This is an optimization exercise on Yosys and OpenROAD, whose aim is small area, a short achievable clock period and few clock cycles, not a production implementation.
Only simulation tests tie the RTL to the original design; equivalence was not proved.

<file path="flow/config.mk">
export PLATFORM = sky130hd
export DESIGN_NAME = battery_monitor_charge_detect
export DESIGN_NICKNAME = battery_monitor_charge_detect
export VERILOG_FILES = /design/flow/design.v
export SDC_FILE = /design/flow/constraint.sdc
export NUM_CORES = 4
export LEC_CHECK = 0
export CAP_MARGIN = 20
export CORE_MARGIN = 2
export CORE_UTILIZATION = 40
export GPL_TIMING_DRIVEN = 1
export PLACE_DENSITY = 0.6
export SETUP_SLACK_MARGIN = 5
export SLEW_MARGIN = 20
</file>
<file path="flow/constraint.sdc">
create_clock -name core_clock -period 11.0 [get_ports {clk}]
set_input_delay 2.2000 -clock core_clock [delete_from_list [all_inputs] [get_ports {clk}]]
set_output_delay 2.2000 -clock core_clock [all_outputs]
set_load 0.01 [all_outputs]
</file>
<file path="flow/design.v">
package bmcd_pkg;
    localparam int VOLT_W = 13;
    localparam int PCT_W = 7;
    localparam int TIME_W = 32;
    localparam int READ_W = 12;
    localparam int CAL_W = 16;
    localparam int RUN_W = 8;
    localparam int TMO_W = 16;
    localparam int ACT_W = 3;
    localparam int CFG_IDX_W = 3;
    localparam int CFG_DATA_W = 32;
    localparam int NUM_W = 21;
    localparam int DEN_W = 14;
    localparam logic [TIME_W-1:0] TREND_AGE_MS = 32'd90000;
    localparam logic [VOLT_W:0] TREND_RISE_MV = 14'd30;
    localparam logic [VOLT_W:0] TREND_FALL_MV = 14'd90;
    localparam logic [VOLT_W-1:0] TREND_HIGH_MV = 13'd4000;
    localparam logic [VOLT_W:0] SPIKE_MV = 14'd500;
    localparam logic [VOLT_W:0] PLUG_MV = 14'd250;
    localparam logic [VOLT_W:0] UNPLUG_MV = 14'd200;
    localparam logic [VOLT_W-1:0] CRITICAL_MV = 13'd3000;
    localparam logic [TIME_W-1:0] MS_PER_MIN = 32'd60000;
    localparam logic [PCT_W-1:0] PCT_FULL = 7'd100;
    localparam logic [RUN_W-1:0] RUN_MAX = 8'd255;
endpackage
module bmcd_tcmp #(
    parameter int W = 32
) (
    input  logic [W-1:0] n,
    input  logic [W-1:0] x,
    input  logic [W-1:0] k,
    output logic         ge
);
    logic [W-1:0] xb, kb, s, c;
    logic [W+1:0] t;
    always_comb
    begin
        xb = ~x;
        kb = ~k;
        s = n ^ xb ^ kb;
        c = (n & xb) | (n & kb) | (xb & kb);
        t = {2'b00, s} + {1'b0, c, 1'b1} + (W+2)'(1);
        ge = (n >= x) ? t[W+1] : (t[W+1] | t[W]);
    end
endmodule
module bmcd_csa #(
    parameter int W = 8
) (
    input  logic [W-1:0] a,
    input  logic [W-1:0] b,
    input  logic [W-1:0] c,
    output logic [W-1:0] s,
    output logic [W-1:0] cy
);
    logic [W-1:0] m;
    assign s = a ^ b ^ c;
    assign m = (a & b) | (a & c) | (b & c);
    assign cy = {m[W-2:0], 1'b0};
endmodule
module battery_monitor_charge_detect #(
    parameter int HISTORY_DEPTH = 5
) (
    input  logic                              clk,
    input  logic                              rst_n,
    input  logic                              cfg_wr_en,
    input  logic [bmcd_pkg::CFG_IDX_W-1:0]    cfg_index,
    input  logic [bmcd_pkg::CFG_DATA_W-1:0]   cfg_data,
    input  logic                              in_valid,
    output logic                              in_ready,
    input  logic [2:0]                        in_action,
    input  logic [31:0]                       in_now_ms,
    input  logic [11:0]                       in_reading_mv,
    output logic                              out_valid,
    input  logic                              out_ready,
    output logic [12:0]                       out_voltage_mv,
    output logic [6:0]                        out_percent,
    output logic                              out_charging,
    output logic                              out_shutdown_request,
    output logic                              out_sleep_request
);
    localparam int HD = HISTORY_DEPTH;
    logic [12:0] full_r, empty_r;
    logic [15:0] cal_r;
    logic [31:0] hi_r, cd_r, grace_r;
    logic [7:0]  confirm_r;
    logic [15:0] tmo_r;
    always_ff @(posedge clk or negedge rst_n)
    begin
        if (!rst_n)
        begin
            full_r <= 13'd4200;
            empty_r <= 13'd3300;
            cal_r <= 16'd16384;
            hi_r <= 32'd30000;
            cd_r <= 32'd5000;
            grace_r <= 32'd60000;
            confirm_r <= 8'd3;
            tmo_r <= '0;
        end
        else if (cfg_wr_en)
        begin
            case (cfg_index)
                3'd0: full_r <= cfg_data[12:0];
                3'd1: empty_r <= cfg_data[12:0];
                3'd2: cal_r <= cfg_data[15:0];
                3'd3: hi_r <= cfg_data;
                3'd4: cd_r <= cfg_data;
                3'd5: grace_r <= cfg_data;
                3'd6: confirm_r <= cfg_data[7:0];
                default: tmo_r <= cfg_data[15:0];
            endcase
        end
    end
    logic [22:0] tmo125_r;
    logic [26:0] tmo1875_r;
    logic [31:0] limit;
    logic        tmo_nz_r;
    logic [12:0] span_r;
    logic [13:0] den;
    logic [15:0] den3_r;
    logic [21:0] e200_r, k2_r, k2m_r;
    always_ff @(posedge clk)
    begin
        tmo125_r <= {tmo_r, 7'b0} - {5'b0, tmo_r, 2'b0} + 23'(tmo_r);
        tmo1875_r <= {tmo125_r, 4'b0} - 27'(tmo125_r);
        tmo_nz_r <= (tmo_r != '0);
        span_r <= full_r - empty_r;
        den3_r <= 16'({span_r, 1'b0}) + 16'({span_r, 2'b0});
        e200_r <= 22'(empty_r) * 22'd200;
        k2_r <= 22'(span_r) - e200_r;
        k2m_r <= k2_r - {2'b0, den, 6'b0};
    end
    assign limit = {tmo1875_r, 5'b0};
    assign den = {span_r, 1'b0};
    logic s_v, o_v;
    logic rdy_r;
    logic adv;
    assign adv = !s_v;
    assign in_ready = rdy_r;
    logic        c_v;
    logic [2:0]  c_act;
    logic [31:0] c_now;
    logic [11:0] c_rd;
    always_ff @(posedge clk or negedge rst_n)
    begin
        if (!rst_n)
            c_v <= 1'b0;
        else if (adv)
            c_v <= in_valid;
    end
    always_ff @(posedge clk)
    begin
        if (adv)
        begin
            c_act <= in_action;
            c_now <= in_now_ms;
            c_rd <= in_reading_mv;
        end
    end
    logic        p_v, p_upd, p_qry, p_ref, p_act, p_ini;
    logic [31:0] p_now;
    logic [31:0] p_dn;
    logic [27:0] p_s, p_c;
    logic [27:0] pp [12];
    logic [27:0] wa [8];
    logic [27:0] wb [4];
    logic [27:0] wc [4];
    logic [27:0] wd [2];
    logic [27:0] we_s, we_c;
    always_comb
    begin
        for (int i = 0; i < 12; i++)
            pp[i] = c_rd[i] ? (28'(cal_r) << i) : '0;
    end
    bmcd_csa #(.W(28)) u_wa0 (.a(pp[0]), .b(pp[1]), .c(pp[2]), .s(wa[0]), .cy(wa[1]));
    bmcd_csa #(.W(28)) u_wa1 (.a(pp[3]), .b(pp[4]), .c(pp[5]), .s(wa[2]), .cy(wa[3]));
    bmcd_csa #(.W(28)) u_wa2 (.a(pp[6]), .b(pp[7]), .c(pp[8]), .s(wa[4]), .cy(wa[5]));
    bmcd_csa #(.W(28)) u_wa3 (.a(pp[9]), .b(pp[10]), .c(pp[11]), .s(wa[6]), .cy(wa[7]));
    bmcd_csa #(.W(28)) u_wb0 (.a(wa[0]), .b(wa[1]), .c(wa[2]), .s(wb[0]), .cy(wb[1]));
    bmcd_csa #(.W(28)) u_wb1 (.a(wa[3]), .b(wa[4]), .c(wa[5]), .s(wb[2]), .cy(wb[3]));
    bmcd_csa #(.W(28)) u_wc0 (.a(wb[0]), .b(wb[1]), .c(wb[2]), .s(wc[0]), .cy(wc[1]));
    bmcd_csa #(.W(28)) u_wc1 (.a(wb[3]), .b(wa[6]), .c(wa[7]), .s(wc[2]), .cy(wc[3]));
    bmcd_csa #(.W(28)) u_wd0 (.a(wc[0]), .b(wc[1]), .c(wc[2]), .s(wd[0]), .cy(wd[1]));
    bmcd_csa #(.W(28)) u_we0 (.a(wd[0]), .b(wd[1]), .c(wc[3]), .s(we_s), .cy(we_c));
    always_ff @(posedge clk or negedge rst_n)
    begin
        if (!rst_n)
        begin
            p_v <= 1'b0;
            p_upd <= 1'b0;
            p_qry <= 1'b0;
            p_ref <= 1'b0;
            p_act <= 1'b0;
            p_ini <= 1'b0;
        end
        else if (adv)
        begin
            p_v <= c_v;
            p_upd <= c_v && c_act == 3'd0;
            p_qry <= c_v && c_act == 3'd1;
            p_ref <= c_v && c_act == 3'd2;
            p_act <= c_v && c_act == 3'd3;
            p_ini <= c_v && c_act == 3'd4;
        end
    end
    always_ff @(posedge clk)
    begin
        if (adv)
        begin
            p_now <= c_now;
            p_dn <= c_now - p_now;
            p_s <= we_s;
            p_c <= we_c;
        end
    end
    logic [12:0] cv_r;
    logic        chg_r;
    logic [31:0] rt_r, pt_r, at_r;
    logic [31:0] seen_r;
    logic        seen_v;
    logic [HD-1:0] slot_r;
    logic [12:0] hv_r [HD];
    logic [31:0] ht_r [HD];
    logic [HD-1:0] hvld_r;
    logic [12:0] ov_r;
    logic [7:0]  run_r;
    logic l_meas, l_pt, l_push, l_init, l_seen, l_at;
    logic        m_v, m_upd, m_qry, m_ref, m_act, m_ini;
    logic [31:0] m_now;
    logic [12:0] m_c;
    logic m_stale_a, m_stale_b, m_pd_a, m_pd_b;
    logic m_age_a, m_age_b, m_age_c;
    logic m_g_a, m_g_b, m_g_self;
    logic m_sl_a, m_sl_b;
    logic [29:0] pa, pb, pnf;
    logic [29:0] s2, c2;
    logic [29:0] ptot, rsum;
    logic [15:0] raw;
    logic        clamp;
    logic [12:0] clamp_v;
    assign pa = 30'(p_s);
    assign pb = 30'(p_c);
    assign pnf = {4'b1111, ~full_r, 1'b1, 12'b0};
    bmcd_csa #(.W(30)) u_csa2 (.a(pa), .b(pb), .c(pnf), .s(s2), .cy(c2));
    always_comb
    begin
        ptot = s2 + c2;
        clamp = !ptot[29];
        rsum = pa + pb + 30'd4096;
        raw = rsum[28:13];
        clamp_v = clamp ? full_r : raw[12:0];
    end
    logic [HD-1:0] slot1, slot2;
    logic [31:0] ta, tb;
    logic va, vb;
    logic ge_rt, ge_pt, ge_ta, ge_tb, ge_seen, ge_at;
    always_comb
    begin
        slot1 = {slot_r[HD-2:0], slot_r[HD-1]};
        slot2 = {slot1[HD-2:0], slot1[HD-1]};
        ta = '0;
        tb = '0;
        for (int k = 0; k < HD; k++)
        begin
            ta = ta | (ht_r[k] & {32{slot1[k]}});
            tb = tb | (ht_r[k] & {32{slot2[k]}});
        end
        va = |(hvld_r & slot1);
        vb = |(hvld_r & slot2);
    end
    bmcd_tcmp u_t_rt   (.n(p_now), .x(rt_r),   .k(cd_r),    .ge(ge_rt));
    bmcd_tcmp u_t_pt   (.n(p_now), .x(pt_r),   .k(hi_r),    .ge(ge_pt));
    bmcd_tcmp u_t_ta   (.n(p_now), .x(ta),     .k(bmcd_pkg::TREND_AGE_MS), .ge(ge_ta));
    bmcd_tcmp u_t_tb   (.n(p_now), .x(tb),     .k(bmcd_pkg::TREND_AGE_MS), .ge(ge_tb));
    bmcd_tcmp u_t_seen (.n(p_now), .x(seen_r), .k(grace_r), .ge(ge_seen));
    bmcd_tcmp u_t_at   (.n(p_now), .x(at_r),   .k(limit),   .ge(ge_at));
    always_ff @(posedge clk or negedge rst_n)
    begin
        if (!rst_n)
        begin
            m_v <= 1'b0;
            m_upd <= 1'b0;
            m_qry <= 1'b0;
            m_ref <= 1'b0;
            m_act <= 1'b0;
            m_ini <= 1'b0;
        end
        else if (adv)
        begin
            m_v <= p_v;
            m_upd <= p_upd;
            m_qry <= p_qry;
            m_ref <= p_ref;
            m_act <= p_act;
            m_ini <= p_ini;
        end
    end
    always_ff @(posedge clk)
    begin
        if (adv)
        begin
            m_now <= p_now;
            m_c <= clamp_v;
            m_stale_a <= ge_rt;
            m_stale_b <= p_dn >= cd_r;
            m_pd_a <= ge_pt;
            m_pd_b <= p_dn >= hi_r;
            m_age_a <= va && (ta != '0) && ge_ta;
            m_age_b <= vb && (tb != '0) && ge_tb;
            m_age_c <= (m_now != '0) && (p_dn >= bmcd_pkg::TREND_AGE_MS);
            m_g_a <= seen_v && (seen_r != '0) && !ge_seen;
            m_g_b <= (m_now != '0) && (p_dn < grace_r);
            m_g_self <= (p_now != '0) && (grace_r != '0);
            m_sl_a <= tmo_nz_r && ge_at;
            m_sl_b <= tmo_nz_r && (p_dn >= limit);
        end
    end
    logic stale, pd, age, gr, sl, meas;
    logic cv_nz;
    logic signed [13:0] dc, dco, dvo;
    logic spike, plug, unplug, take;
    logic [12:0] cv_new;
    logic chg1, seen1;
    logic [HD-1:0] oslot, oslot2;
    logic [12:0] ov_next;
    logic rise, fall, do_trend, chg2, seen_set, grace_ok, low;
    logic [7:0] run_inc, run_n;
    logic inc_ge, shut, sleep, push;
    always_comb
    begin
        stale = l_meas ? m_stale_b : m_stale_a;
        pd = l_pt ? m_pd_b : m_pd_a;
        age = l_push ? m_age_b : (l_init ? m_age_c : m_age_a);
        gr = l_seen ? m_g_b : m_g_a;
        sl = l_at ? m_sl_b : m_sl_a;
        meas = m_ref || m_ini || ((m_upd || m_qry) && stale);
        dc = {1'b0, m_c} - {1'b0, cv_r};
        dco = {1'b0, m_c} - {1'b0, ov_r};
        dvo = {1'b0, cv_r} - {1'b0, ov_r};
        cv_nz = (cv_r != '0);
        spike = cv_nz && ((dc > 14'sd500) || (dc < -14'sd500));
        plug = cv_nz && (dc > 14'sd250);
        unplug = cv_nz && (dc < -14'sd200);
        take = meas && !spike;
        cv_new = take ? m_c : cv_r;
        if (!meas)
            chg1 = chg_r;
        else if (take && plug)
            chg1 = 1'b1;
        else if (take && unplug)
            chg1 = 1'b0;
        else
            chg1 = m_ref ? 1'b0 : chg_r;
        seen1 = take && plug;
        if (take)
        begin
            rise = dco > 14'sd30;
            fall = (m_c < bmcd_pkg::TREND_HIGH_MV) && (dco < -14'sd90);
            low = (m_c <= bmcd_pkg::CRITICAL_MV);
        end
        else
        begin
            rise = dvo > 14'sd30;
            fall = (cv_r < bmcd_pkg::TREND_HIGH_MV) && (dvo < -14'sd90);
            low = (cv_r <= bmcd_pkg::CRITICAL_MV);
        end
        push = m_upd && pd;
        do_trend = push && age;
        if (do_trend && rise)
            chg2 = 1'b1;
        else if (do_trend && fall)
            chg2 = 1'b0;
        else
            chg2 = chg1;
        seen_set = seen1 || (do_trend && rise);
        grace_ok = seen_set ? m_g_self : gr;
        run_inc = (run_r != bmcd_pkg::RUN_MAX) ? run_r + 8'd1 : run_r;
        inc_ge = (run_inc >= confirm_r);
        shut = m_upd && !grace_ok && low && !chg2 && inc_ge;
        if (!m_upd)
            run_n = run_r;
        else if (!grace_ok && low && !chg2)
            run_n = run_inc;
        else
            run_n = '0;
        sleep = m_upd && !shut && !chg2 && sl;
        oslot = {slot_r[HD-2:0], slot_r[HD-1]};
        oslot2 = {oslot[HD-2:0], oslot[HD-1]};
        ov_next = '0;
        for (int k = 0; k < HD; k++)
            ov_next = ov_next | (hv_r[k] & {13{oslot2[k]}});
    end
    logic r_v, r_shut, r_sleep, r_meas;
    always_ff @(posedge clk or negedge rst_n)
    begin
        if (!rst_n)
        begin
            cv_r <= '0;
            chg_r <= 1'b0;
            rt_r <= '0;
            pt_r <= '0;
            at_r <= '0;
            seen_v <= 1'b0;
            slot_r <= HD'(1);
            hvld_r <= '0;
            run_r <= '0;
            l_meas <= 1'b0;
            l_pt <= 1'b0;
            l_push <= 1'b0;
            l_init <= 1'b0;
            l_seen <= 1'b0;
            l_at <= 1'b0;
            r_v <= 1'b0;
        end
        else if (adv)
        begin
            cv_r <= cv_new;
            chg_r <= chg2;
            if (meas)
                rt_r <= m_now;
            if (push || m_ini)
                pt_r <= m_now;
            if (m_act || m_ini)
                at_r <= m_now;
            if (seen_set)
                seen_v <= 1'b1;
            if (m_ini)
                hvld_r <= '1;
            else if (push)
                hvld_r <= hvld_r | slot_r;
            if (push)
                slot_r <= oslot;
            run_r <= run_n;
            l_meas <= meas;
            l_pt <= push || m_ini;
            l_push <= push;
            l_init <= m_ini;
            l_seen <= seen_set;
            l_at <= m_act || m_ini;
            r_v <= m_v;
        end
    end
    always_ff @(posedge clk)
    begin
        if (adv)
        begin
            for (int k = 0; k < HD; k++)
                if (m_ini || (push && slot_r[k]))
                begin
                    hv_r[k] <= cv_new;
                    ht_r[k] <= m_now;
                end
            if (m_ini)
                ov_r <= cv_new;
            else if (push)
                ov_r <= ov_next;
            if (seen_set)
                seen_r <= m_now;
            r_shut <= shut;
            r_sleep <= sleep;
            r_meas <= meas;
        end
    end
    logic [21:0] na, nb, nc;
    logic [21:0] ns1, nc1, ns2, nc2, ns3, nc3;
    logic [21:0] num, t6;
    logic        d_qc;
    logic [19:0] d_rc;
    assign na = {2'b0, cv_r, 7'b0};
    assign nb = {3'b0, cv_r, 6'b0};
    assign nc = {6'b0, cv_r, 3'b0};
    bmcd_csa #(.W(22)) u_nsa1 (.a(na), .b(nb), .c(nc), .s(ns1), .cy(nc1));
    bmcd_csa #(.W(22)) u_nsa2 (.a(ns1), .b(nc1), .c(k2_r), .s(ns2), .cy(nc2));
    bmcd_csa #(.W(22)) u_nsa3 (.a(ns1), .b(nc1), .c(k2m_r), .s(ns3), .cy(nc3));
    always_comb
    begin
        num = ns2 + nc2;
        t6 = ns3 + nc3;
        d_qc = !t6[21];
        d_rc = d_qc ? t6[19:0] : num[19:0];
    end
    logic        d_v, d_chg, d_shut, d_sleep, d_meas, d_full, d_zero;
    logic [12:0] d_cv;
    logic [19:0] d_rem;
    logic        d_q;
    logic [20:0] e1_r1, e1_r2, e1_r3;
    logic [17:0] e1_rc;
    logic [1:0]  e1_qc;
    logic [18:0] e2_r1, e2_r2, e2_r3;
    logic [15:0] e2_rc;
    logic [1:0]  e2_qc;
    logic [16:0] o_r1, o_r2, o_r3;
    logic [1:0]  o_qc;
    logic        e1_v, e1_chg, e1_shut, e1_sleep, e1_meas, e1_full, e1_zero;
    logic [12:0] e1_cv;
    logic [17:0] e1_rem;
    logic [6:4]  e1_q;
    logic        e2_v, e2_chg, e2_shut, e2_sleep, e2_meas, e2_full, e2_zero;
    logic [12:0] e2_cv;
    logic [15:0] e2_rem;
    logic [6:2]  e2_q;
    always_comb
    begin
        e1_r1 = {1'b0, d_rem} - {3'b0, den, 4'b0};
        e1_r2 = {1'b0, d_rem} - {2'b0, den, 5'b0};
        e1_r3 = {1'b0, d_rem} - {1'b0, den3_r, 4'b0};
        if (!e1_r3[20])
        begin
            e1_qc = 2'd3;
            e1_rc = e1_r3[17:0];
        end
        else if (!e1_r2[20])
        begin
            e1_qc = 2'd2;
            e1_rc = e1_r2[17:0];
        end
        else if (!e1_r1[20])
        begin
            e1_qc = 2'd1;
            e1_rc = e1_r1[17:0];
        end
        else
        begin
            e1_qc = 2'd0;
            e1_rc = d_rem[17:0];
        end
        e2_r1 = {1'b0, e1_rem} - {3'b0, den, 2'b0};
        e2_r2 = {1'b0, e1_rem} - {2'b0, den, 3'b0};
        e2_r3 = {1'b0, e1_rem} - {1'b0, den3_r, 2'b0};
        if (!e2_r3[18])
        begin
            e2_qc = 2'd3;
            e2_rc = e2_r3[15:0];
        end
        else if (!e2_r2[18])
        begin
            e2_qc = 2'd2;
            e2_rc = e2_r2[15:0];
        end
        else if (!e2_r1[18])
        begin
            e2_qc = 2'd1;
            e2_rc = e2_r1[15:0];
        end
        else
        begin
            e2_qc = 2'd0;
            e2_rc = e1_rem[15:0];
        end
        o_r1 = {1'b0, e2_rem} - {3'b0, den};
        o_r2 = {1'b0, e2_rem} - {2'b0, den, 1'b0};
        o_r3 = {1'b0, e2_rem} - {1'b0, den3_r};
        if (!o_r3[16])
            o_qc = 2'd3;
        else if (!o_r2[16])
            o_qc = 2'd2;
        else if (!o_r1[16])
            o_qc = 2'd1;
        else
            o_qc = 2'd0;
    end
    always_ff @(posedge clk or negedge rst_n)
    begin
        if (!rst_n)
        begin
            d_v <= 1'b0;
            e1_v <= 1'b0;
            e2_v <= 1'b0;
        end
        else if (adv)
        begin
            d_v <= r_v;
            e1_v <= d_v;
            e2_v <= e1_v;
        end
    end
    always_ff @(posedge clk)
    begin
        if (adv)
        begin
            d_cv <= cv_r;
            d_chg <= chg_r;
            d_shut <= r_shut;
            d_sleep <= r_sleep;
            d_meas <= r_meas;
            d_full <= (cv_r >= full_r);
            d_zero <= (cv_r <= empty_r);
            d_rem <= d_rc;
            d_q <= d_qc;
            e1_cv <= d_cv;
            e1_chg <= d_chg;
            e1_shut <= d_shut;
            e1_sleep <= d_sleep;
            e1_meas <= d_meas;
            e1_full <= d_full;
            e1_zero <= d_zero;
            e1_rem <= e1_rc;
            e1_q <= {d_q, e1_qc};
            e2_cv <= e1_cv;
            e2_chg <= e1_chg;
            e2_shut <= e1_shut;
            e2_sleep <= e1_sleep;
            e2_meas <= e1_meas;
            e2_full <= e1_full;
            e2_zero <= e1_zero;
            e2_rem <= e2_rc;
            e2_q <= {e1_q, e2_qc};
        end
    end
    logic [6:0]  pct_calc, pct_res, pct_r;
    always_comb
    begin
        if (e2_full)
            pct_calc = bmcd_pkg::PCT_FULL;
        else if (e2_zero)
            pct_calc = '0;
        else
            pct_calc = {e2_q, o_qc};
        pct_res = e2_meas ? pct_calc : pct_r;
    end
    logic [22:0] res, o_d, s_d;
    assign res = {e2_cv, pct_res, e2_chg, e2_shut, e2_sleep};
    always_ff @(posedge clk or negedge rst_n)
    begin
        if (!rst_n)
        begin
            pct_r <= '0;
            o_v <= 1'b0;
            s_v <= 1'b0;
            rdy_r <= 1'b1;
        end
        else
        begin
            if (adv && e2_v && e2_meas)
                pct_r <= pct_calc;
            if (adv)
            begin
                if (o_v && !out_ready)
                begin
                    s_v <= e2_v;
                    rdy_r <= !e2_v;
                end
                else
                begin
                    o_v <= e2_v;
                end
            end
            else if (out_ready)
            begin
                s_v <= 1'b0;
                rdy_r <= 1'b1;
            end
        end
    end
    always_ff @(posedge clk)
    begin
        if (adv)
        begin
            if (o_v && !out_ready)
                s_d <= res;
            else
                o_d <= res;
        end
        else if (out_ready)
        begin
            o_d <= s_d;
        end
    end
    assign out_valid = o_v;
    assign {out_voltage_mv, out_percent, out_charging, out_shutdown_request, out_sleep_request} = o_d;
endmodule
</file>
<file path="flow/run.sh">
#!/bin/bash
# synth_recipe.tcl (not shown) runs the flow's synth.tcl, then flattens the netlist and writes it again
# the make line also repeats each setting of config.mk as NAME=value (left out here)
make -C /OpenROAD-flow-scripts/flow DESIGN_CONFIG=/design/flow/config.mk WORK_HOME=/design/flow/orfs CLKGATE_MAP_FILE= SYNTH_SCRIPT=/design/flow/synth_recipe.tcl finish
</file>
==> impl_summary.txt, run 1 <==
----------------------------------------------------
[Run status]
  Status ... finished clean

[Routing]
  Total via count in the routed design ... 53800
  Via count normalized by instance count ... 5.46
  # DRC ... 0
  Number of iterations in the first detailed-routing pass ... 8
  Post-route antenna net violation count ... 0
  1st-iter DRT viols ... 4012
  Average routed wire per standard cell ... 21.9 um
  Wire length after detailed routing ... 216 mm

[Clocking]
  Clock buffers created by TritonCTS ... 133
  Root Buffer ... sky130_fd_sc_hd__clkbuf_16
  Clock sink count ... 1111
  H-tree depth ... 4
  Number of post-CTS setup repair buffers ... 0
  Later-pin clock latency in the skew report ... approximately 0.80 ns
  Count of hold buffers inserted by post-cts repair ... 0
  Clock tree from TritonCTS ... built
  Clock buffer depth ... 3
  CTS clk-pin slew, worst paths ... 0.06 ns
  Count of cells resized by post-cts repair ... 0

[GRT]
  Global-route usage over all layers ... 22.0%
  Gr ovfl total ... 0
  Global-route wire length before repair ... 331 mm
  Number of antenna violations at the first check in global routing ... 6
  Maximum number of pins on one net before global-route repair ... 146
  Number of global-route vias before repair ... 54200

[Layout]
  Fill cell total of the finished layout ... 17600
  Share of final-layout standard cells stronger than drive strength 1 ... 7.92%
  Signed area change from the synthesized netlist to the final layout ... 11.5%
  Final Net Count ... 8714

[Timing]
  Post-Route Skew ... 0.0362 ns
  Least-Margin Pin Slew ... 1.14 ns
  Finish-stage setup viols ... 0
  Accumulated negative setup slack ... 0 ns
  Minimum clock period after layout ... 4.82 ns
  Setup repair after global routing missed its margin ... false
  Slew Limit Fails ... 0
  Period utilization ... 43.8%
  Tightest slew margin relative to the limit ... 22.9%
  Number of endpoints with negative hold slack in the final report ... 0
  Fmax ... 0.207 GHz

[Yosys]
  Syn nets ... 8560
  Number of synthesized register bits ... 1111
  Area of the mapped netlist ... 76700 um^2
  Cell variety after synth ... 104
  Number of synthesized flops with an enable pin ... 648
  Top FF cell, synth ... sky130_fd_sc_hd__edfxtp_1
  Avg Cell Area, Syn ... 10.8 um^2
  Share of the yosys chip area belonging to registers ... 39.6%
  Post-synthesis async set-or-reset flop share ... 29.2%
  Warnings from Yosys ... 12
  Number of instances in the synthesized netlist ... just over 7000

[Placed design]
  Buffers on Ports ... approximately 110
  Gp weighted congestion ... 0.928
  Detail Placement HPWL ... 163 mm

[Setup path]
  Ordered cell list for the critical path ... inv_1 -> ha_1 -> a21o_1 -> or3_4 -> o31a_1 -> xnor2_2 -> a2111oi_1 -> o32ai_2 -> and2_4 -> a31o_4 -> nor2_4
  Longest individual stage delay on the worst path ... 0.73 ns
  Worst-path cell with the longest stage delay ... sky130_fd_sc_hd__nor2_4
  Worst setup path category ... register to register
  Setup crit start kind ... register
  CP Capture Type ... register
  Worst EP required ... 11.41 ns
  Critical Path AT ... 5.24 ns
  Highest fanout seen on the critical path ... 34

[Die]
  Effective utilization at floorplan ... 40.3%
  IO Count ... roughly 110
  Die Outline Area ... 195000 um^2
  Die Height ... 442 um
  Die width ... roughly 440 um
  Number of rows in the core area ... 160
  Std-Cell Core Area ... approximately 190000 um^2

[Hold path]
  Type of the tightest min-delay check ... register to register

[Run]
  Max-cap violations ... 0

----------------------------------------------------
-- state kept, by name (all words and copies together), names as in the netlist, 23 cells and up --
register / count
ht_r: 160
hv_r: 65
at_r: 32
c_now: 32
cd_r: 32
grace_r: 32
hi_r: 32
m_now: 32
p_dn: 32
p_now: 32
pt_r: 32
rt_r: 32
seen_r: 32
tmo1875_r: 27
o_d: 23
s_d: 23
tmo125_r: 23
-- final timing paths --
kind	start	end	slack, ns	cells after the start
worst max-delay path	cv_r[4]	seen_r[31]	6.18	11
worst min-delay path	k2_r[1]	k2m_r[1]	0.38	0
worst max register to register	cv_r[4]	seen_r[31]	6.18	11
worst min register to register	k2_r[1]	k2m_r[1]	0.38	0
max in group asynchronous	rst_n	slot_r[1]	7.25	3
min in group asynchronous	rst_n	hi_r[31]	1.37	1
-- cells in the final DEF, fill, tap and decap left out, types with 57 or more instances in the layout --
cell / Yosys / routed
sky130_fd_sc_hd__ha_1: 1045 / 1045
sky130_fd_sc_hd__inv_1: 947 / 947
sky130_fd_sc_hd__edfxtp_1: 648 / 648
sky130_fd_sc_hd__nand2_1: 454 / 454
sky130_fd_sc_hd__o21ai_0: 376 / 375
sky130_fd_sc_hd__fa_1: 353 / 353
sky130_fd_sc_hd__a21oi_1: 317 / 317
sky130_fd_sc_hd__nor2_1: 290 / 287
sky130_fd_sc_hd__dfrtp_1: 290 / 285
sky130_fd_sc_hd__a21o_1: 240 / 235
sky130_fd_sc_hd__mux2_2: 193 / 193
sky130_fd_sc_hd__and2_1: 169 / 169
sky130_fd_sc_hd__clkbuf_16: 0 / 140
sky130_fd_sc_hd__dfxtp_1: 139 / 139
sky130_fd_sc_hd__xnor2_1: 137 / 137
sky130_fd_sc_hd__clkdlybuf4s50_1: 0 / 110
sky130_fd_sc_hd__nor2b_1: 89 / 89
sky130_fd_sc_hd__nand4_1: 89 / 89
sky130_fd_sc_hd__xor2_1: 83 / 82
sky130_fd_sc_hd__nor3_1: 83 / 81
sky130_fd_sc_hd__a222oi_1: 79 / 79
sky130_fd_sc_hd__a22oi_1: 68 / 68
sky130_fd_sc_hd__o21a_1: 65 / 65
sky130_fd_sc_hd__nand3_1: 62 / 62
sky130_fd_sc_hd__nand2b_1: 60 / 60
sky130_fd_sc_hd__nor4_1: 57 / 57
-- per-stage QoR --
stage	util (%)	hold slack (ns)	instances	worst slack (ns)	area [um^2]
after floorplan	-	0.326	7075	5.32	76700
after CTS	44.9	0.380	9848	6.17	85500
after global placement	42.5	0.373	9605	6.25	81000
final	44.9	0.379	9851	6.18	85500
after detailed placement	42.5	0.369	9605	6.19	81000
after global routing	44.9	0.378	9850	5.85	85500
-- cell usage after synthesis, drive strengths merged (139+ instances only) --
library cell / count / area share [%]
and2: 170 / 1.4
o21ai: 398 / 2.6
fa: 353 / 9.2
dfxtp: 139 / 3.6
a21oi: 317 / 2.1
a21o: 240 / 2.3
inv: 947 / 4.6
nand2: 454 / 2.2
mux2: 193 / 2.8
edfxtp: 648 / 25
ha: 1045 / 17
nor2: 290 / 1.4
dfrtp: 290 / 9.5
-- layout make-up --
cell class              instances  area [um^2]  share of cell area [%]
multi-input cells            4866        42300                    49.5
flip-flops and latches       1111        30400                    35.5
clock buffers                 171         3750                    4.38
inverters                     949         3570                    4.17
well taps                    2511         3140                    3.67
repair buffers                168         1560                    1.82
clock inverters                72          786                   0.919
diodes                          3         7.51                 0.00878
-- cell families after synthesis --
family / Yosys count / share of synthesized area [%]
flops: 1111 / 39.6
compound gates: 1534 / 13.3
simple gates: 1495 / 9.74
fa+ha+maj: 1400 / 26.3
xor+xnor: 221 / 2.53
buf+inv: 1098 / 5.39
mux: 216 / 3.15
-- critical path: cells and delay by family, from the launching register on --
kind                     cells  cell delay, ns
buffers and inverters        1            0.19
AO/OA/AOI/OAI                5            1.57
adder cells (fa/ha/maj)      1            0.40
XOR/XNOR                     1            0.16
AND/OR/NAND/NOR              3            1.38
flip-flops                   1            0.70
-- layer usage --
| layer | track usage [%] | part of all wire, % | wire length [um] |
|---|---|---|---|
| met1 | 28.7 | 43 | 93600 |
| met5 | 0 | 0 | 0 |
| met2 | 37.5 | 48 | 104000 |
| met4 | 7.91 | 3.6 | 7810 |
| met3 | 2.83 | 4.8 | 10500 |
Testbench counts, summed over its fixed seeds: cycles 2,464.
==> inputs of run 2 (changes only) <==
--- a/flow/config.mk
+++ b/flow/config.mk
@@ -8,7 +8,6 @@
 export CAP_MARGIN = 20
 export CORE_MARGIN = 2
 export CORE_UTILIZATION = 40
-export GPL_TIMING_DRIVEN = 1
 export PLACE_DENSITY = 0.6
 export SETUP_SLACK_MARGIN = 5
 export SLEW_MARGIN = 20
==> run 2 against run 1 <==
Net effect: worst setup slack did not move; design area unchanged; routed wire length stayed put; utilization unchanged; largest cell class unchanged.
==> impl_summary.txt, run 2 <==
----------------------------------------------------
[Run status]
  Status ... finished clean

[Clocking]
  CTS clk-pin slew, worst paths ... 0.06 ns (about the same)
  Clock buffer depth ... 3 (unchanged)
  Clock sink count ... 1111 (unchanged)
  H-tree depth ... 4 (unchanged)
  Count of hold buffers inserted by post-cts repair ... 0 (unchanged)
  Root Buffer ... sky130_fd_sc_hd__clkbuf_16
  Number of post-CTS setup repair buffers ... 0 (unchanged)
  Count of cells resized by post-cts repair ... 0 (unchanged)
  Clock buffers created by TritonCTS ... 133 (unchanged)
  Later-pin clock latency in the skew report ... 0.80 ns (about the same)
  Clock tree from TritonCTS ... built

[Yosys]
  Number of synthesized register bits ... 1111 (unchanged)
  Warnings from Yosys ... 12 (unchanged)
  Cell variety after synth ... 104 (unchanged)
  Syn nets ... 8560 (unchanged)
  Biggest area contributors in the synthesized netlist ... sky130_fd_sc_hd__edfxtp_1, sky130_fd_sc_hd__ha_1, sky130_fd_sc_hd__dfrtp_1
  Area of the mapped netlist ... 76700 um^2 (unchanged)
  Post-synthesis async set-or-reset flop share ... 29.2% (unchanged)
  Most common cell in the netlist ... sky130_fd_sc_hd__ha_1
  Share of the yosys chip area belonging to registers ... 39.6% (unchanged)
  Avg Cell Area, Syn ... 10.8 um^2 (unchanged)
  Leading area contributor after synthesis ... sky130_fd_sc_hd__edfxtp_1
  Leading post-synthesis cells by instance count ... sky130_fd_sc_hd__ha_1, sky130_fd_sc_hd__inv_1, sky130_fd_sc_hd__edfxtp_1
  Top FF cell, synth ... sky130_fd_sc_hd__edfxtp_1
  Number of instances in the synthesized netlist ... 7075 (unchanged)
  Number of synthesized flops with an enable pin ... 648 (unchanged)
  Share of the synthesized area in the top cell type ... 25.4% (unchanged)

[Routing]
  Number of iterations in the first detailed-routing pass ... 8 (unchanged)
  Wire length after detailed routing ... 216 mm (unchanged)
  Total via count in the routed design ... 53800 (unchanged)
  Via count normalized by instance count ... 5.46 (unchanged)
  Post-route antenna net violation count ... 0 (unchanged)
  1st-iter DRT viols ... 4012 (unchanged)
  Average routed wire per standard cell ... 21.9 um (unchanged)
  # DRC ... 0 (unchanged)

[GRT]
  Met3 track demand over resource in global routing ... 2.83% (unchanged)
  Global-route wire length before repair ... 331 mm (unchanged)
  Met1 demand-to-capacity share in global routing ... 28.7% (unchanged)
  Number of global-route vias before repair ... 54200 (unchanged)
  Global-route usage over all layers ... 22.0% (unchanged)
  Global-route met2 utilization ... 37.5% (unchanged)
  Number of antenna violations at the first check in global routing ... 6 (unchanged)
  Maximum number of pins on one net before global-route repair ... 146 (unchanged)
  Gr ovfl total ... 0 (unchanged)
  Most utilized layer in the global route result ... met2

[Timing]
  Least-Margin Pin Slew ... 1.14 ns (unchanged)
  Finish-stage setup viols ... 0 (unchanged)
  Number of endpoints with negative hold slack in the final report ... 0 (unchanged)
  Fmax ... 0.207 GHz (unchanged)
  Slew Limit Fails ... 0 (unchanged)
  Tightest slew margin relative to the limit ... 22.9% (unchanged)
  Setup repair after global routing missed its margin ... false
  Accumulated negative setup slack ... 0 ns (unchanged)
  Post-Route Skew ... 0.0362 ns (unchanged)
  Minimum clock period after layout ... 4.82 ns (unchanged)
  Period utilization ... 43.8% (unchanged)

[Setup path]
  RR Startpoint ... cv_r[4]
  Critical Path AT ... 5.24 ns (about the same)
  Start point of the critical path ... cv_r[4]
  Setup crit start kind ... register
  Worst Reg2Reg Path Length in Cells ... 11 (unchanged)
  Endpoint of the most critical register-to-register path ... seen_r[31]
  Worst reg2reg setup slack ... 6.18 ns (about the same)
  Worst EP required ... 11.41 ns (about the same)
  Highest fanout seen on the critical path ... 34 (unchanged)
  Termination of the worst setup path ... seen_r[31]
  Worst setup path category ... register to register
  CP Capture Type ... register

[Layout]
  Final Net Count ... 8714 (unchanged)
  Leading cell types in the layout, fill and taps excluded ... sky130_fd_sc_hd__ha_1, sky130_fd_sc_hd__inv_1, sky130_fd_sc_hd__edfxtp_1, sky130_fd_sc_hd__nand2_1, sky130_fd_sc_hd__o21ai_0
  Most common cell after layout, fill and taps aside ... sky130_fd_sc_hd__ha_1
  Fill cell total of the finished layout ... 17600 (unchanged)
  Largest registers ... ht_r (160), hv_r (65)
  Register with the most flip-flops ... ht_r
  Flip-flop count of the largest register, all copies and words added ... 160 (unchanged)
  Final cell utilization of the core ... 44.9% (unchanged)
  Signed area change from the synthesized netlist to the final layout ... 11.5% (unchanged)
  Share of final-layout standard cells stronger than drive strength 1 ... 7.92% (unchanged)

[Placed design]
  Gp weighted congestion ... 0.928 (unchanged)
  Buffers on Ports ... 111 (unchanged)
  Detail Placement HPWL ... 163 mm (unchanged)

[Die]
  Die Height ... 442 um (unchanged)
  Effective utilization at floorplan ... 40.3% (unchanged)
  Std-Cell Core Area ... 190000 um^2 (unchanged)
  Number of rows in the core area ... 160 (unchanged)
  Die width ... 442 um (unchanged)
  Die Outline Area ... 195000 um^2 (unchanged)
  IO Count ... 112 (unchanged)

[Hold path]
  Type of the tightest min-delay check ... register to register

[Run]
  Max-cap violations ... 0 (unchanged)

----------------------------------------------------
==> run 2: metrics by stage <==
stage	instance area [um^2]	hold WS [ns]	setup slack (ns)	std cells
after global routing	85500	0.378	5.85	9850
after CTS	85500	0.380	6.17	9848
final	85500	0.379	6.18	9851
after floorplan	76700	0.326	5.32	7075
after detailed placement	81000	0.369	6.19	9605
after global placement	81000	0.373	6.25	9605
==> run 2: kinds of logic (layout without fill, tap and decap cells) <==
family                     count (synthesis)  after routing  synth area share (%)
muxes                                    216            216                  3.15
buffers and inverters                   1098           1360                  5.39
xor gates and xnor gates                 221            221                  2.53
DFF                                     1111           1111                  39.6
AOI/OAI and AO/OA                       1534           1534                  13.3
adders and majority gates               1400           1400                  26.3
and+or+nand+nor                         1495           1495                  9.74
other                                      0              3                     0
==> run 2: critical path, stage by stage (launching register included) <==
cell,delay [ns]
sky130_fd_sc_hd__dfrtp_1,0.70
sky130_fd_sc_hd__inv_1,0.19
sky130_fd_sc_hd__ha_1,0.40
sky130_fd_sc_hd__a21o_1,0.24
sky130_fd_sc_hd__or3_4,0.36
sky130_fd_sc_hd__o31a_1,0.32
sky130_fd_sc_hd__xnor2_2,0.16
sky130_fd_sc_hd__a2111oi_1,0.54
sky130_fd_sc_hd__o32ai_2,0.19
sky130_fd_sc_hd__and2_4,0.29
sky130_fd_sc_hd__a31o_4,0.28
sky130_fd_sc_hd__nor2_4,0.73
==> run 2: worst min-delay path by stage <==
stage                  from  endpoint  slack [ns]  depth (start not counted)
floorplan           k2_r[1]  k2m_r[1]        0.33                          0
global placement    k2_r[1]  k2m_r[1]        0.37                          0
detailed placement  k2_r[1]  k2m_r[1]        0.37                          0
CTS                 k2_r[1]  k2m_r[1]        0.38                          0
global route        k2_r[1]  k2m_r[1]        0.38                          0
finish              k2_r[1]  k2m_r[1]        0.38                          0
==> run 2: layout make-up <==
cell class | count | area (um^2) | area share (%)
Multi-Input combinational cell | 4866 | 42300 | 49.5
Sequential cell | 1111 | 30400 | 35.5
Clock buffer | 171 | 3750 | 4.38
Inverter | 949 | 3570 | 4.17
Tap cell | 2511 | 3140 | 3.67
Timing Repair Buffer | 168 | 1560 | 1.82
Clock inverter | 72 | 786 | 0.919
Antenna cell | 3 | 7.51 | 0.00878
==> run 2: routing by layer <==
layer	wire (um)	vias to the layer above
li1	-	25400
met1	93600	26600
met2	104000	1484
met3	10500	367
met4	7810	0
met5	0	-
==> inputs of run 3 (changes only) <==
--- a/flow/config.mk
+++ b/flow/config.mk
@@ -7,7 +7,7 @@
 export LEC_CHECK = 0
 export CAP_MARGIN = 20
 export CORE_MARGIN = 2
-export CORE_UTILIZATION = 40
-export PLACE_DENSITY = 0.6
+export CORE_UTILIZATION = 70
+export PLACE_DENSITY = 0.85
 export SETUP_SLACK_MARGIN = 5
 export SLEW_MARGIN = 20
==> run 3 against run 2 <==
Net effect: die area down 43%; flip-flop and latch count unchanged; clock skew up 0.021 ns; sequential share of layout area up 0.87 points; critical endpoint is now m_age_a; largest cell class unchanged; highest routed layer is now met5.
==> impl_summary.txt, run 3 <==
----------------------------------------------------
[Run status]
  Status ... finished clean

[Die]
  Std-Cell Core Area ... 109000 um^2 (-43%)
  Die width ... 335 um (-24%)
  Effective utilization at floorplan ... 70.5% (+30 points)
  IO Count ... 112 (unchanged)
  Die Outline Area ... 112000 um^2 (-43%)
  Die Height ... 335 um (-24%)
  Number of rows in the core area ... 121 (-24%)

[Layout]
  Largest registers ... ht_r (160), hv_r (65)
  Area of all placed cells without fillers ... 83500 um^2 (-2.4%)
  Register with the most flip-flops ... ht_r
  Share of final-layout standard cells stronger than drive strength 1 ... 7.54% (-0.38 points)
  Flip-flop count of the largest register, all copies and words added ... 160 (unchanged)
  Signed area change from the synthesized netlist to the final layout ... 8.80%
  Most common cell after layout, fill and taps aside ... sky130_fd_sc_hd__ha_1
  Leading cell types in the layout, fill and taps excluded ... sky130_fd_sc_hd__ha_1, sky130_fd_sc_hd__inv_1, sky130_fd_sc_hd__edfxtp_1, sky130_fd_sc_hd__nand2_1, sky130_fd_sc_hd__o21ai_0
  Final cell utilization of the core ... 76.7% (+32 points)
  Final Net Count ... 8691 (-0.26%)
  Fill cell total of the finished layout ... 6888 (-61%)

[Setup path]
  Worst setup path category ... register to register
  Critical Path AT ... 5.49 ns (+0.25 ns)
  CP Capture Type ... register
  Setup crit start kind ... register
  Crit-path most repeated cell ... sky130_fd_sc_hd__o21a_1
  Endpoint of the most critical register-to-register path ... m_age_a
  Buf/Inv on CP ... 2 (+1)
  Highest fanout seen on the critical path ... 47 (+38%)
  Start point of the critical path ... slot_r[0]
  Category of cells accounting for the largest share of critical-path delay ... compound AO/OA/AOI/OAI gates
  Worst EP required ... 11.51 ns (+0.10 ns)
  Worst-path cell with the longest stage delay ... sky130_fd_sc_hd__dfstp_2
  Path length in cells of the critical path ... 17 (+6)
  Longest individual stage delay on the worst path ... 0.98 ns (+0.25 ns)
  RR Startpoint ... slot_r[0]
  Worst Reg2Reg Path Length in Cells ... 17 (+6)
  Termination of the worst setup path ... m_age_a
  Worst reg2reg setup slack ... 6.02 ns (-0.16 ns)
  Ordered cell list for the critical path ... buf_4 -> a222oi_1 -> nand2_1 -> ha_1 -> inv_1 -> ha_1 -> a21boi_0 -> o21a_1 -> o21a_1 -> o21a_1 -> o21a_1 -> o21a_1 -> o2111ai_1 -> a21oi_1 -> o311a_1 -> o31ai_1 -> a221oi_1

[Routing]
  Total via count in the routed design ... 56500 (+4.9%)
  Via count normalized by instance count ... 6.47 (+18%)
  Number of iterations in the first detailed-routing pass ... 10 (+2)
  Post-route antenna net violation count ... 0 (unchanged)
  # DRC ... 0 (unchanged)
  1st-iter DRT viols ... 6325 (+58%)
  Average routed wire per standard cell ... 24.2 um (+11%)
  Wire length after detailed routing ... 211 mm (-2.1%)

[Yosys]
  Number of synthesized register bits ... 1111 (unchanged)
  Top FF cell, synth ... sky130_fd_sc_hd__edfxtp_1
  Syn nets ... 8560 (unchanged)
  Leading area contributor after synthesis ... sky130_fd_sc_hd__edfxtp_1
  Area of the mapped netlist ... 76700 um^2 (unchanged)
  Avg Cell Area, Syn ... 10.8 um^2 (unchanged)
  Biggest area contributors in the synthesized netlist ... sky130_fd_sc_hd__edfxtp_1, sky130_fd_sc_hd__ha_1, sky130_fd_sc_hd__dfrtp_1
  Leading post-synthesis cells by instance count ... sky130_fd_sc_hd__ha_1, sky130_fd_sc_hd__inv_1, sky130_fd_sc_hd__edfxtp_1
  Number of synthesized flops with an enable pin ... 648 (unchanged)
  Post-synthesis async set-or-reset flop share ... 29.2% (unchanged)
  Most common cell in the netlist ... sky130_fd_sc_hd__ha_1
  Share of the yosys chip area belonging to registers ... 39.6% (unchanged)
  Cell variety after synth ... 104 (unchanged)
  Share of the synthesized area in the top cell type ... 25.4% (unchanged)
  Warnings from Yosys ... 12 (unchanged)
  Number of instances in the synthesized netlist ... 7075 (unchanged)

[Clocking]
  Later-pin clock latency in the skew report ... 0.77 ns (-0.03 ns)
  Number of post-CTS setup repair buffers ... 0 (unchanged)
  Count of cells resized by post-cts repair ... 0 (unchanged)
  Clock tree from TritonCTS ... built
  Clock buffers created by TritonCTS ... 114 (-14%)
  Clock sink count ... 1111 (unchanged)
  Count of hold buffers inserted by post-cts repair ... 0 (unchanged)
  Root Buffer ... sky130_fd_sc_hd__clkbuf_16
  CTS clk-pin slew, worst paths ... 0.07 ns (about the same)
  H-tree depth ... 3 (-1)
  Clock buffer depth ... 3 (unchanged)

[Placed design]
  Buffers on Ports ... 111 (unchanged)
  Detail Placement HPWL ... 158 mm (-3.3%)
  Dpl cell area ... 79600 um^2 (-1.8%)
  Gp weighted congestion ... 1.00 (+7.8%)

[GRT]
  Global-route wire length before repair ... 326 mm (-1.6%)
  Number of antenna violations at the first check in global routing ... 10 (+4)
  Maximum number of pins on one net before global-route repair ... 155 (+6.2%)
  Number of global-route vias before repair ... 57400 (+5.7%)
  Global-route usage over all layers ... 37.9% (+16 points)
  Gr ovfl total ... 0 (unchanged)

[Timing]
  Period utilization ... 45.3% (+1.5 points)
  Finish-stage setup viols ... 0 (unchanged)
  Accumulated negative setup slack ... 0 ns (unchanged)
  Fmax ... 0.201 GHz (-3.2%)
  Number of endpoints with negative hold slack in the final report ... 0 (unchanged)
  Post-Route Skew ... 0.0569 ns (+0.0207 ns)
  Tightest slew margin relative to the limit ... 23.2% (+0.33 points)
  Setup repair after global routing missed its margin ... false
  Minimum clock period after layout ... 4.98 ns (+0.162 ns)
  Slew Limit Fails ... 0 (unchanged)
  Worst hold margin ... 0.363 ns (-0.0159 ns)
  Least-Margin Pin Slew ... 1.15 ns (+0.0106 ns)

[Run]
  Max-cap violations ... 0 (unchanged)

[Hold path]
  Type of the tightest min-delay check ... register to register

----------------------------------------------------
[run 3: cell counts after synthesis]
Identical to the previous run, type by type.
[run 3: how the worst min path moves through the flow]
stage / from / endpoint / slack, ns / cells past startpoint
after detailed placement: k2_r[2] / k2m_r[2] / 0.36 / 0
after global placement: k2_r[2] / k2m_r[2] / 0.34 / 0
after global routing: k2_r[2] / k2m_r[2] / 0.37 / 0
after floorplan: k2_r[1] / k2m_r[1] / 0.33 / 0
final: k2_r[2] / k2m_r[2] / 0.36 / 0
after CTS: k2_r[2] / k2m_r[2] / 0.36 / 0
[run 3: per-stage QoR]
| stage | cells | setup WS, ns |
|---|---|---|
| 2_1_floorplan | 7075 | 5.32 |
| 3_3_place_gp | 8503 | 6.30 |
| 3_5_place_dp | 8503 | 6.19 |
| 4_1_cts | 8720 | 6.13 |
| 5_1_grt | 8722 | 5.85 |
| 6_report | 8722 | 6.02 |
[run 3: layout make-up]
cell class	instances	area [um^2]	share of cell area (%)
antenna	1	2.50	0.00300
clock buffer	162	3330	3.98
clock inverter	55	594	0.712
inverter	949	3570	4.28
multi-input combinational	4866	42300	50.7
sequential	1111	30400	36.4
tap	1414	1770	2.12
timing repair buffer	164	1530	1.83
[run 3: per-layer routing]
metal	up-vias	share of wire (%)	track usage (%)
li1	25300	-	-
met1	27500	39	51.1
met2	2996	45	59.2
met3	651	11	8.96
met4	4	4.8	16.0
met5	-	0.023	0
[run 3: kinds of logic after synthesis]
| group | count (synthesis) | share of synthesized area [%] |
|---|---|---|
| compound gates | 1534 | 13.3 |
| simple gates | 1495 | 9.74 |
| fa+ha+maj | 1400 | 26.3 |
| flops | 1111 | 39.6 |
| buf+inv | 1098 | 5.39 |
| xor+xnor | 221 | 2.53 |
| mux | 216 | 3.15 |
[run 3: worst reg2reg max path, stage by stage, from the launching register on]
cell and delay (ns):
sky130_fd_sc_hd__dfstp_2 0.98, sky130_fd_sc_hd__buf_4 0.63, sky130_fd_sc_hd__a222oi_1 0.25, sky130_fd_sc_hd__nand2_1 0.17, sky130_fd_sc_hd__ha_1 0.25, sky130_fd_sc_hd__inv_1 0.09
sky130_fd_sc_hd__ha_1 0.23, sky130_fd_sc_hd__a21boi_0 0.13, sky130_fd_sc_hd__o21a_1 0.18, sky130_fd_sc_hd__o21a_1 0.16, sky130_fd_sc_hd__o21a_1 0.17, sky130_fd_sc_hd__o21a_1 0.17
sky130_fd_sc_hd__o21a_1 0.17, sky130_fd_sc_hd__o2111ai_1 0.30, sky130_fd_sc_hd__a21oi_1 0.12, sky130_fd_sc_hd__o311a_1 0.36, sky130_fd_sc_hd__o31ai_1 0.24, sky130_fd_sc_hd__a221oi_1 0.12
==> inputs of run 4 (changes only) <==
--- a/flow/config.mk
+++ b/flow/config.mk
@@ -7,7 +7,7 @@
 export LEC_CHECK = 0
 export CAP_MARGIN = 20
 export CORE_MARGIN = 2
-export CORE_UTILIZATION = 70
-export PLACE_DENSITY = 0.85
+export CORE_UTILIZATION = 60
+export PLACE_DENSITY = 0.75
 export SETUP_SLACK_MARGIN = 5
 export SLEW_MARGIN = 20
==> run 4 against run 3 <==
Net effect: critical endpoint unchanged; clock-buffer cell count grew 5; highest routed layer unchanged; maximum frequency rose by 4.4%; critical path depth did not move; routed wire length decreased by 0.83%.
==> impl_summary.txt, run 4 <==
----------------------------------------------------
[Layout]
  Area of all placed cells without fillers ... 84100 um^2 (+0.68%)
  Share of final-layout standard cells stronger than drive strength 1 ... 7.74% (+0.20 points)
  Flip-flop count of the largest register, all copies and words added ... 160 (unchanged)
  Most common cell after layout, fill and taps aside ... sky130_fd_sc_hd__ha_1
  Leading cell types in the layout, fill and taps excluded ... sky130_fd_sc_hd__ha_1, sky130_fd_sc_hd__inv_1, sky130_fd_sc_hd__edfxtp_1, sky130_fd_sc_hd__nand2_1, sky130_fd_sc_hd__o21ai_0
  Final Net Count ... 8701 (+0.12%)
  Final cell utilization of the core ... 66.1% (-11 points)
  Largest registers ... ht_r (160), hv_r (65)
  Signed area change from the synthesized netlist to the final layout ... 9.54%
  Register with the most flip-flops ... ht_r

[Timing]
  Least-Margin Pin Slew ... 1.14 ns (-0.0163 ns)
  Tightest slew margin relative to the limit ... 23.6% (+0.39 points)
  Finish-stage setup viols ... 0 (unchanged)
  Minimum clock period after layout ... 4.77 ns (-0.212 ns)
  Post-Route Skew ... 0.0483 ns (-0.00859 ns)
  Worst hold margin ... 0.356 ns (-0.00665 ns)
  Number of endpoints with negative hold slack in the final report ... 0 (unchanged)
  Fmax ... 0.210 GHz (+4.4%)
  Accumulated negative setup slack ... 0 ns (unchanged)
  Slew Limit Fails ... 0 (unchanged)
  Period utilization ... 43.4% (-1.9 points)
  Setup repair after global routing missed its margin ... false

[Die]
  Die width ... 362 um (+7.9%)
  Effective utilization at floorplan ... 60.3% (-10 points)
  Die Outline Area ... 131000 um^2 (+16%)
  Number of rows in the core area ... 131 (+8.3%)
  Std-Cell Core Area ... 127000 um^2 (+17%)
  IO Count ... 112 (unchanged)
  Die Height ... 362 um (+7.9%)

[GRT]
  Gr ovfl total ... 0 (unchanged)
  Global-route wire length before repair ... 322 mm (-1.0%)
  Global-route usage over all layers ... 32.1% (-5.8 points)
  Maximum number of pins on one net before global-route repair ... 159 (+2.6%)
  Number of antenna violations at the first check in global routing ... 6 (-4)
  Number of global-route vias before repair ... 55500 (-3.3%)

[Setup path]
  Worst reg2reg setup slack ... 6.23 ns (+0.21 ns)
  Highest fanout seen on the critical path ... 53 (+13%)
  Worst Reg2Reg Path Length in Cells ... 17 (unchanged)
  Worst setup path category ... register to register
  Setup crit start kind ... register
  Worst EP required ... 11.51 ns (about the same)
  Termination of the worst setup path ... m_age_a
  RR Startpoint ... slot_r[4]
  Critical Path AT ... 5.28 ns (-0.21 ns)
  Endpoint of the most critical register-to-register path ... m_age_a
  CP Capture Type ... register
  Start point of the critical path ... slot_r[4]

[Routing]
  Post-route antenna net violation count ... 0 (unchanged)
  Number of iterations in the first detailed-routing pass ... 7 (-3)
  Average routed wire per standard cell ... 23.3 um (-3.7%)
  Total via count in the routed design ... 55400 (-1.9%)
  # DRC ... 0 (unchanged)
  Via count normalized by instance count ... 6.17 (-4.8%)
  Wire length after detailed routing ... 210 mm (-0.83%)
  1st-iter DRT viols ... 5273 (-17%)

[Yosys]
  Leading post-synthesis cells by instance count ... sky130_fd_sc_hd__ha_1, sky130_fd_sc_hd__inv_1, sky130_fd_sc_hd__edfxtp_1
  Syn nets ... 8560 (unchanged)
  Share of the synthesized area in the top cell type ... 25.4% (unchanged)
  Most common cell in the netlist ... sky130_fd_sc_hd__ha_1
  Biggest area contributors in the synthesized netlist ... sky130_fd_sc_hd__edfxtp_1, sky130_fd_sc_hd__ha_1, sky130_fd_sc_hd__dfrtp_1
  Number of synthesized flops with an enable pin ... 648 (unchanged)
  Warnings from Yosys ... 12 (unchanged)
  Area of the mapped netlist ... 76700 um^2 (unchanged)
  Number of synthesized register bits ... 1111 (unchanged)
  Post-synthesis async set-or-reset flop share ... 29.2% (unchanged)
  Share of the yosys chip area belonging to registers ... 39.6% (unchanged)
  Avg Cell Area, Syn ... 10.8 um^2 (unchanged)
  Top FF cell, synth ... sky130_fd_sc_hd__edfxtp_1
  Cell variety after synth ... 104 (unchanged)
  Number of instances in the synthesized netlist ... 7075 (unchanged)
  Leading area contributor after synthesis ... sky130_fd_sc_hd__edfxtp_1

[Clocking]
  Clock buffer depth ... 3 (unchanged)
  CTS clk-pin slew, worst paths ... 0.07 ns (about the same)
  Count of cells resized by post-cts repair ... 0 (unchanged)
  Count of hold buffers inserted by post-cts repair ... 0 (unchanged)
  Clock buffers created by TritonCTS ... 119 (+4.4%)
  Later-pin clock latency in the skew report ... 0.78 ns (about the same)
  Clock tree from TritonCTS ... built
  Clock sink count ... 1111 (unchanged)
  Number of post-CTS setup repair buffers ... 0 (unchanged)
  H-tree depth ... 3 (unchanged)
  Root Buffer ... sky130_fd_sc_hd__clkbuf_16

[Placed design]
  Detail Placement HPWL ... 159 mm (+0.69%)
  Dpl cell area ... 79900 um^2 (+0.44%)
  Buffers on Ports ... 111 (unchanged)
  Gp weighted congestion ... 0.961 (-4.0%)

[Hold path]
  Type of the tightest min-delay check ... register to register

[Run]
  Max-cap violations ... 0 (unchanged)

[Run status]
  Status ... finished clean

----------------------------------------------------
==> run 4: cell counts after synthesis <==
Identical to the previous run, type by type.
==> run 4: critical path: stages (launching register included) <==
cell and delay (ns):
sky130_fd_sc_hd__dfrtp_2 0.76, sky130_fd_sc_hd__buf_4 0.66, sky130_fd_sc_hd__a222oi_1 0.22, sky130_fd_sc_hd__nand2_1 0.17, sky130_fd_sc_hd__ha_1 0.24, sky130_fd_sc_hd__inv_1 0.09
sky130_fd_sc_hd__ha_1 0.24, sky130_fd_sc_hd__a21boi_0 0.14, sky130_fd_sc_hd__o21a_1 0.18, sky130_fd_sc_hd__o21a_1 0.17, sky130_fd_sc_hd__o21a_1 0.17, sky130_fd_sc_hd__o21a_1 0.16
sky130_fd_sc_hd__o21a_1 0.18, sky130_fd_sc_hd__o2111ai_1 0.26, sky130_fd_sc_hd__a21oi_1 0.13, sky130_fd_sc_hd__o311a_1 0.37, sky130_fd_sc_hd__o31ai_1 0.25, sky130_fd_sc_hd__a221oi_1 0.11
==> run 4: layout make-up <==
class | instances | area (um^2)
Clock buffer | 167 | 3410
Multi-Input combinational cell | 4866 | 42300
Clock inverter | 60 | 738
Antenna cell | 1 | 2.50
Tap cell | 1662 | 2080
Fill cell | 9689 | 43100
Timing Repair Buffer | 169 | 1570
Sequential cell | 1111 | 30400
Inverter | 949 | 3570
==> run 4: worst min path at each step <==
stage / from / endpoint / slack, ns / depth (start not counted)
2_1_floorplan: k2_r[1] / k2m_r[1] / 0.33 / 0
3_3_place_gp: k2_r[2] / k2m_r[2] / 0.35 / 0
3_5_place_dp: k2_r[2] / k2m_r[2] / 0.35 / 0
6_report: k2_r[2] / k2m_r[2] / 0.36 / 0
4_1_cts: k2_r[2] / k2m_r[2] / 0.36 / 0
5_1_grt: k2_r[2] / k2m_r[2] / 0.37 / 0
==> run 4: metal layers <==
layer | share of wire [%] | global-route usage [%] | vias to the layer above
met2 | 45 | 50.9 | 2312
met4 | 3.4 | 9.89 | 2
met1 | 43 | 44.9 | 27300
met3 | 8.9 | 6.10 | 415
met5 | 0.0062 | 0 | -
li1 | - | - | 25400
==> run 4: through the flow <==
stage	std cells	setup slack [ns]
floorplan	7075	5.32
global placement	8756	6.37
detailed placement	8757	6.31
CTS	8984	6.26
global route	8985	5.97
finish	8985	6.23
==> run 4: kinds of logic (layout without fill, tap and decap cells) <==
| group | after synthesis | in the layout | synth area share, % |
|---|---|---|---|
| multiplexers | 216 | 216 | 3.15 |
| adder cells (fa/ha/maj) | 1400 | 1400 | 26.3 |
| flip-flops | 1111 | 1111 | 39.6 |
| XOR/XNOR | 221 | 221 | 2.53 |
| buffers and inverters | 1098 | 1345 | 5.39 |
| AO/OA/AOI/OAI | 1534 | 1534 | 13.3 |
| AND/OR/NAND/NOR | 1495 | 1495 | 9.74 |
| other | 0 | 1 | 0 |
==> inputs of run 5 (changes only) <==
--- a/flow/config.mk
+++ b/flow/config.mk
@@ -6,6 +6,8 @@
 export NUM_CORES = 4
 export LEC_CHECK = 0
 export CAP_MARGIN = 20
+export CELL_PAD_IN_SITES_DETAIL_PLACEMENT = 0
+export CELL_PAD_IN_SITES_GLOBAL_PLACEMENT = 0
 export CORE_MARGIN = 2
 export CORE_UTILIZATION = 60
 export PLACE_DENSITY = 0.75
==> run 5 against run 4 <==
Net effect: still clean on timing, DRC and antenna; synthesized cell count unchanged; die area unchanged; clock-buffer cell count unchanged; critical path depth unchanged; clock skew unchanged; critical path type unchanged; critical endpoint unchanged; highest routed layer unchanged.
==> impl_summary.txt, run 5 <==
----------------------------------------------------
[Clocking]
  Root Buffer ... sky130_fd_sc_hd__clkbuf_16
  Later-pin clock latency in the skew report ... 0.78 ns (about the same)
  Clock buffer depth ... 3 (unchanged)
  Count of cells resized by post-cts repair ... 0 (unchanged)

[Yosys]
  Leading post-synthesis cells by instance count ... sky130_fd_sc_hd__ha_1, sky130_fd_sc_hd__inv_1, sky130_fd_sc_hd__edfxtp_1
  Share of the synthesized area in the top cell type ... 25.4% (unchanged)
  Number of instances in the synthesized netlist ... 7075 (unchanged)
  Syn nets ... 8560 (unchanged)

[Run status]
  Status ... finished clean

[Timing]
  Finish-stage setup viols ... 0 (unchanged)
  Period utilization ... 43.4% (unchanged)
  Post-Route Skew ... 0.0483 ns (unchanged)
  Least-Margin Pin Slew ... 1.14 ns (unchanged)

[Placed design]
  Gp weighted congestion ... 0.961 (unchanged)

[GRT]
  Number of global-route vias before repair ... 55500 (unchanged)
  Global-route met2 utilization ... 50.9% (unchanged)
  Met1 demand-to-capacity share in global routing ... 44.9% (unchanged)

[Setup path]
  CP Capture Type ... register
  Worst EP required ... 11.51 ns (about the same)

[Run]
  Max-cap violations ... 0 (unchanged)

[Die]
  Die Outline Area ... 131000 um^2 (unchanged)
  IO Count ... 112 (unchanged)

----------------------------------------------------
run 5: cell counts in the layout (fill, tap and decap cells not counted):
No cell type changed its count.
run 5: worst max-delay path, cell delays in order, from the launching register on:
cell	delay (ns)
sky130_fd_sc_hd__dfrtp_2	0.76
sky130_fd_sc_hd__buf_4	0.66
sky130_fd_sc_hd__a222oi_1	0.22
sky130_fd_sc_hd__nand2_1	0.17
sky130_fd_sc_hd__ha_1	0.24
sky130_fd_sc_hd__inv_1	0.09
sky130_fd_sc_hd__ha_1	0.24
sky130_fd_sc_hd__a21boi_0	0.14
sky130_fd_sc_hd__o21a_1	0.18
sky130_fd_sc_hd__o21a_1	0.17
sky130_fd_sc_hd__o21a_1	0.17
sky130_fd_sc_hd__o21a_1	0.16
sky130_fd_sc_hd__o21a_1	0.18
sky130_fd_sc_hd__o2111ai_1	0.26
sky130_fd_sc_hd__a21oi_1	0.13
sky130_fd_sc_hd__o311a_1	0.37
sky130_fd_sc_hd__o31ai_1	0.25
sky130_fd_sc_hd__a221oi_1	0.11
run 5: path summary, 6_finish.rpt:
path / slack (ns) / to / depth (start not counted) / from
worst min register to register: 0.36 / k2m_r[2] / 0 / k2_r[2]
worst max-delay path: 6.23 / m_age_a / 17 / slot_r[4]
max in group asynchronous: 7.92 / s_v / 2 / rst_n
min in group asynchronous: 1.50 / hi_r[20] / 1 / rst_n
worst min-delay path: 0.36 / k2m_r[2] / 0 / k2_r[2]
worst max register to register: 6.23 / m_age_a / 17 / slot_r[4]
run 5: final cells by class:
type / count / area, um^2
antenna: 1 / 2.50
clock buffer: 167 / 3410
clock inverter: 60 / 738
fill: 9689 / 43100
inverter: 949 / 3570
multi-input combinational: 4866 / 42300
sequential: 1111 / 30400
tap: 1662 / 2080
timing repair buffer: 169 / 1570
run 5: layer usage:
layer	vias up	share of wire, %
met5	-	0.0062
met1	27300	43
met2	2312	45
met4	2	3.4
li1	25400	-
met3	415	8.9
run 5: cells by family (layout without fill, tap and decap cells):
kind of cell,count (synthesis),in the layout,synth area share (%)
AOI/OAI and AO/OA,1534,1534,13.3
xor gates and xnor gates,221,221,2.53
DFF,1111,1111,39.6
other,0,1,0
and+or+nand+nor,1495,1495,9.74
buffers and inverters,1098,1345,5.39
adders and majority gates,1400,1400,26.3
muxes,216,216,3.15
run 5: stage by stage:
stage	util (%)	setup WS [ns]	hold slack [ns]	cell area (um^2)
after floorplan	-	5.32	0.326	76700
after global placement	62.8	6.37	0.352	79900
after detailed placement	62.8	6.31	0.348	79900
after CTS	66.1	6.26	0.358	84100
after global routing	66.1	5.97	0.373	84100
final	66.1	6.23	0.356	84100

-- re-timing with driven ports --
Ports are ideal in the flow. The routed layouts listed here were re-timed in OpenROAD.
Step 1 assumes that a clkbuf_16 drives the clock port and a buf_2 every other input.
Step 2 moves the port delays by t, midway between the first and last clock arrival at a register: inputs arrive t later, outputs are due t later. That takes back most of the time a late clock gives input paths.
Three values: ideal ports, drivers, drivers and shift; two values: the first two.
run | t (ns) | setup WS [ns] | worst data-port slew with drivers (ns)
run 1 | 0.878 | 6.178 / 6.178 / 6.178 | 0.07
run 2 | 0.878 | 6.178 / 6.178 / 6.178 | 0.07
run 3 | 0.827 | 6.016 / 6.016 / 6.016 | 0.06
run 4 | 0.835 | 6.229 / 6.229 / 6.229 | 0.05
run 5 | 0.835 | 6.229 / 6.229 / 6.229 | 0.05
After both steps every run listed still meets setup and hold.
